Context: an optimization exercise on an open-source flow, tuned for small area and a short achievable clock period. The choices shown serve that exercise and are no tape-out recipe. The RTL was checked by simulation tests, not by an equivalence proof against the original design. Power and IR drop assume default switching activity.

main:
// gameControl
module gameControl
(
    input  logic         clk,
    input  logic         rstReg,
    input  logic [1:0]   keyCode,
    input  logic         dropTick,
    output logic [6:0]   score,
    output logic [2:0]   nextBlock,
    output logic [199:0] objects,
    output logic         fail
);
Size in the first run: ~3,800 cells after synthesis.
==> flow/config.mk <==
export PLATFORM = sky130hd
export DESIGN_NAME = gameControl
export DESIGN_NICKNAME = gameControl
export VERILOG_FILES = /design/flow/design.v
export SDC_FILE = /design/flow/constraint.sdc
export NUM_CORES = 4
export LEC_CHECK = 0
export CAP_MARGIN = 20
export CORE_MARGIN = 2
export CORE_UTILIZATION = 25
export PLACE_DENSITY = 0.5
export SLEW_MARGIN = 40
==> flow/constraint.sdc <==
create_clock -name core_clock -period 14.0 [get_ports {clk}]
set_input_delay 2.8000 -clock core_clock [delete_from_list [all_inputs] [get_ports {clk}]]
set_output_delay 2.8000 -clock core_clock [all_outputs]
set_load 0.01 [all_outputs]
standard.sh (not shown) runs the stock make flow with config.mk's settings and CLKGATE_MAP_FILE= SYNTH_SCRIPT=/design/flow/synth_recipe.tcl, a recipe that flattens the netlist after the stock synthesis.
==> flow/flow/run.sh <==
#!/bin/bash
# Own flow: the standard layout (standard synthesis unchanged), with
# - port buffers of sky130_fd_sc_hd__buf_2 instead of the resizer's default pick,
# - timing repair aiming for extra setup slack (the clock period stays as given).
set -euo pipefail
bash standard.sh \
  "BUFFER_PORTS_ARGS=-buffer_cell sky130_fd_sc_hd__buf_2" \
  "SETUP_SLACK_MARGIN=9.2" \
  finish > standard_flow.log 2>&1
main was carried through to the last stage, and its layout satisfied the timing, DRC and antenna checks.
Input-level comparison between the feature branch and main:
-- flow/design.v --
<<< main, line 74
    logic [23:0] RA, RB;          
    logic [9:0]  CA, CB;          
    logic [23:0] rowOH;           
    logic [9:0]  colOH;           
    logic [15:0] shpRot;          
>>> the feature branch, line 74
    logic [23:0] RA, RB;          
    logic [9:0]  CA, CB;          
    logic [4:0]  cRow;            
    logic [23:0] rowOH;           
    always_comb for (int r = 0; r < 24; r++) rowOH[r] = (cRow == 5'(r));
    logic [9:0]  colOH;           
    logic [15:0] shpRot;          
<<< main, line 180
            pf        <= 5'd23;
            wr        <= 5'd23;
            rowOH     <= SpawnRowOH;
            colOH     <= SpawnColOH;
            CA        <= colMask(rsShp[15:12], SpawnColOH);
>>> the feature branch, line 182
            pf        <= 5'd23;
            wr        <= 5'd23;
            cRow      <= 5'd2;
            colOH     <= SpawnColOH;
            CA        <= colMask(rsShp[15:12], SpawnColOH);
<<< main, line 208
                score     <= score + 7'd1 + 7'd10 * (7'(wr[3:0]) - 7'd4 + 7'(srcFull));
                nextBlock <= nxtType;
                rowOH     <= SpawnRowOH;
                colOH     <= SpawnColOH;
                CA        <= colMask(spShp[15:12], SpawnColOH);
>>> the feature branch, line 210
                score     <= score + 7'd1 + 7'd10 * (7'(wr[3:0]) - 7'd4 + 7'(srcFull));
                nextBlock <= nxtType;
                cRow      <= 5'd2;
                colOH     <= SpawnColOH;
                CA        <= colMask(spShp[15:12], SpawnColOH);
<<< main, line 217
                rot       <= 2'd0;
            end else if (mvDown) begin
                rowOH <= rowOH << 1;
                RA    <= RA << 1;
                RB    <= RB << 1;
>>> the feature branch, line 219
                rot       <= 2'd0;
            end else if (mvDown) begin
                cRow  <= cRow + 5'd1;
                RA    <= RA << 1;
                RB    <= RB << 1;
- The feature branch vs. main: clock-buffer cell count saw a decrease; critical path depth +1.
- The feature branch vs main — flip-flop and latch count after synthesis dropped by a few percent
- main leaves less setup margin than the feature branch.
- Finished layout cell area for the feature branch is lower than for main.
- Min placed cell count across the feature branch and main: the feature branch

--- another note on this design; it stands on its own ---

Design gameControl, start of the top module:
module gameControl
(
    input  logic         clk,
    input  logic         rstReg,
    input  logic [1:0]   keyCode,
    input  logic         dropTick,
    output logic [6:0]   score,
    output logic [2:0]   nextBlock,
    output logic [199:0] objects,
    output logic         fail
);
    function automatic logic [15:0] shapeRects(input logic [2:0] ty, input logic [1:0] rot);
        case (ty)
            3'd0: shapeRects = rot[0] ? 16'b0100_1111_0000_0000 : 16'b1111_0100_0000_0000;
            3'd1: shapeRects = 16'b1100_0110_0000_0000;
            3'd2: case (rot)
                2'd0: shapeRects = 16'b1110_0100_0100_0010;
                2'd1: shapeRects = 16'b0100_1110_1000_0100;
                2'd2: shapeRects = 16'b1110_0100_0100_1000;
                default: shapeRects = 16'b0100_1110_0010_0100;
            endcase
            3'd3: case (rot)
                2'd0: shapeRects = 16'b1110_0100_1000_0010;
                2'd1: shapeRects = 16'b0100_1110_1000_1000;
                2'd2: shapeRects = 16'b1110_0100_0010_1000;
                default: shapeRects = 16'b0100_1110_0010_0010;
            endcase
            default: case (rot)
                2'd0: shapeRects = 16'b0110_0100_1100_0010;
                2'd1: shapeRects = 16'b0100_1100_0010_0110;
                2'd2: shapeRects = 16'b1100_0100_0110_0010;
                default: shapeRects = 16'b0100_0110_0010_1100;
            endcase
        endcase
    endfunction
  ...
Size: about 330 flip-flops, about 220 I/O pins, about 27,000 sq um of cells after synthesis.
clock: 14.0 ns
lec_check: 0
cap_margin: 20
core_margin: 2
core_utilization: 30
place_density: 0.55
slew_margin: 40
standard.sh (not shown) runs the stock make flow with config.mk's settings and CLKGATE_MAP_FILE= SYNTH_SCRIPT=/design/flow/synth_recipe.tcl, a recipe that flattens the netlist after the stock synthesis.
==> flow/flow/run.sh <==
#!/bin/bash
# Own flow: the standard layout (standard synthesis unchanged), with
# - port buffers of sky130_fd_sc_hd__buf_2 instead of the resizer's default pick,
# - timing repair aiming for extra setup slack (the clock period stays as given).
set -euo pipefail
bash standard.sh \
  "BUFFER_PORTS_ARGS=-buffer_cell sky130_fd_sc_hd__buf_2" \
  "SETUP_SLACK_MARGIN=9.2" \
  finish > standard_flow.log 2>&1
The baseline finished clean.
Then changed:
==> flow/flow/run.sh (replaced) <==
#!/bin/bash
# Own flow: the standard layout (standard synthesis unchanged), with
# - port buffers of sky130_fd_sc_hd__buf_1 instead of the resizer's default pick,
# - timing repair aiming for extra setup slack (the clock period stays as given).
set -euo pipefail
bash standard.sh \
  "BUFFER_PORTS_ARGS=-buffer_cell sky130_fd_sc_hd__buf_1" \
  "SETUP_SLACK_MARGIN=9.2" \
  finish > standard_flow.log 2>&1
Settings changed: CORE_UTILIZATION 30 to 25, PLACE_DENSITY 0.55 to 0.5.
What happened: Worst setup slack improves by 86 ps; routed wire length came out higher by 4.0%; sequential share of layout area barely changes; final cell count came out higher by 5.2%; clock power hardly moves; via count came out lower by 0.32%; register-to-register slack improves by 180 ps; die area came out higher by 20%; design area came out higher by 0.37%.

-- separate check: timing with driven ports --
Ports are ideal in the flow. The routed layouts listed here were re-timed in OpenROAD.
Step 1 (the two cells are an assumption about what drives the block):
set clk [get_ports {clk}]
set_driving_cell -lib_cell sky130_fd_sc_hd__clkbuf_16 $clk
set_driving_cell -lib_cell sky130_fd_sc_hd__buf_2 [delete_from_list [all_inputs] $clk]
Step 2 times the ports against the registers' clock, not the clock port: input delays grow and output delays shrink by t, the midpoint of the rising clock arrivals with the driver on.
Three values: ideal, step 1, step 2; two values: the first two.
run	shift t [ns]	setup slack, ns	worst register clock-pin slew, ns
main	0.730	9.075 / 8.995 / 8.726	0.08 / 0.08
the feature branch	0.680	9.111 / 9.034 / 8.773	0.08 / 0.08
the first run of note 2	0.694	8.994 / 8.994 / 8.656	0.07 / 0.07
the second run of note 2	0.690	9.081 / 9.006 / 8.660	0.08 / 0.08
After both steps every run listed still meets setup and hold. The setup slack of the second run of note 2, which loses most, moves by -0.075 ns with the drivers and by -0.421 ns with both steps.
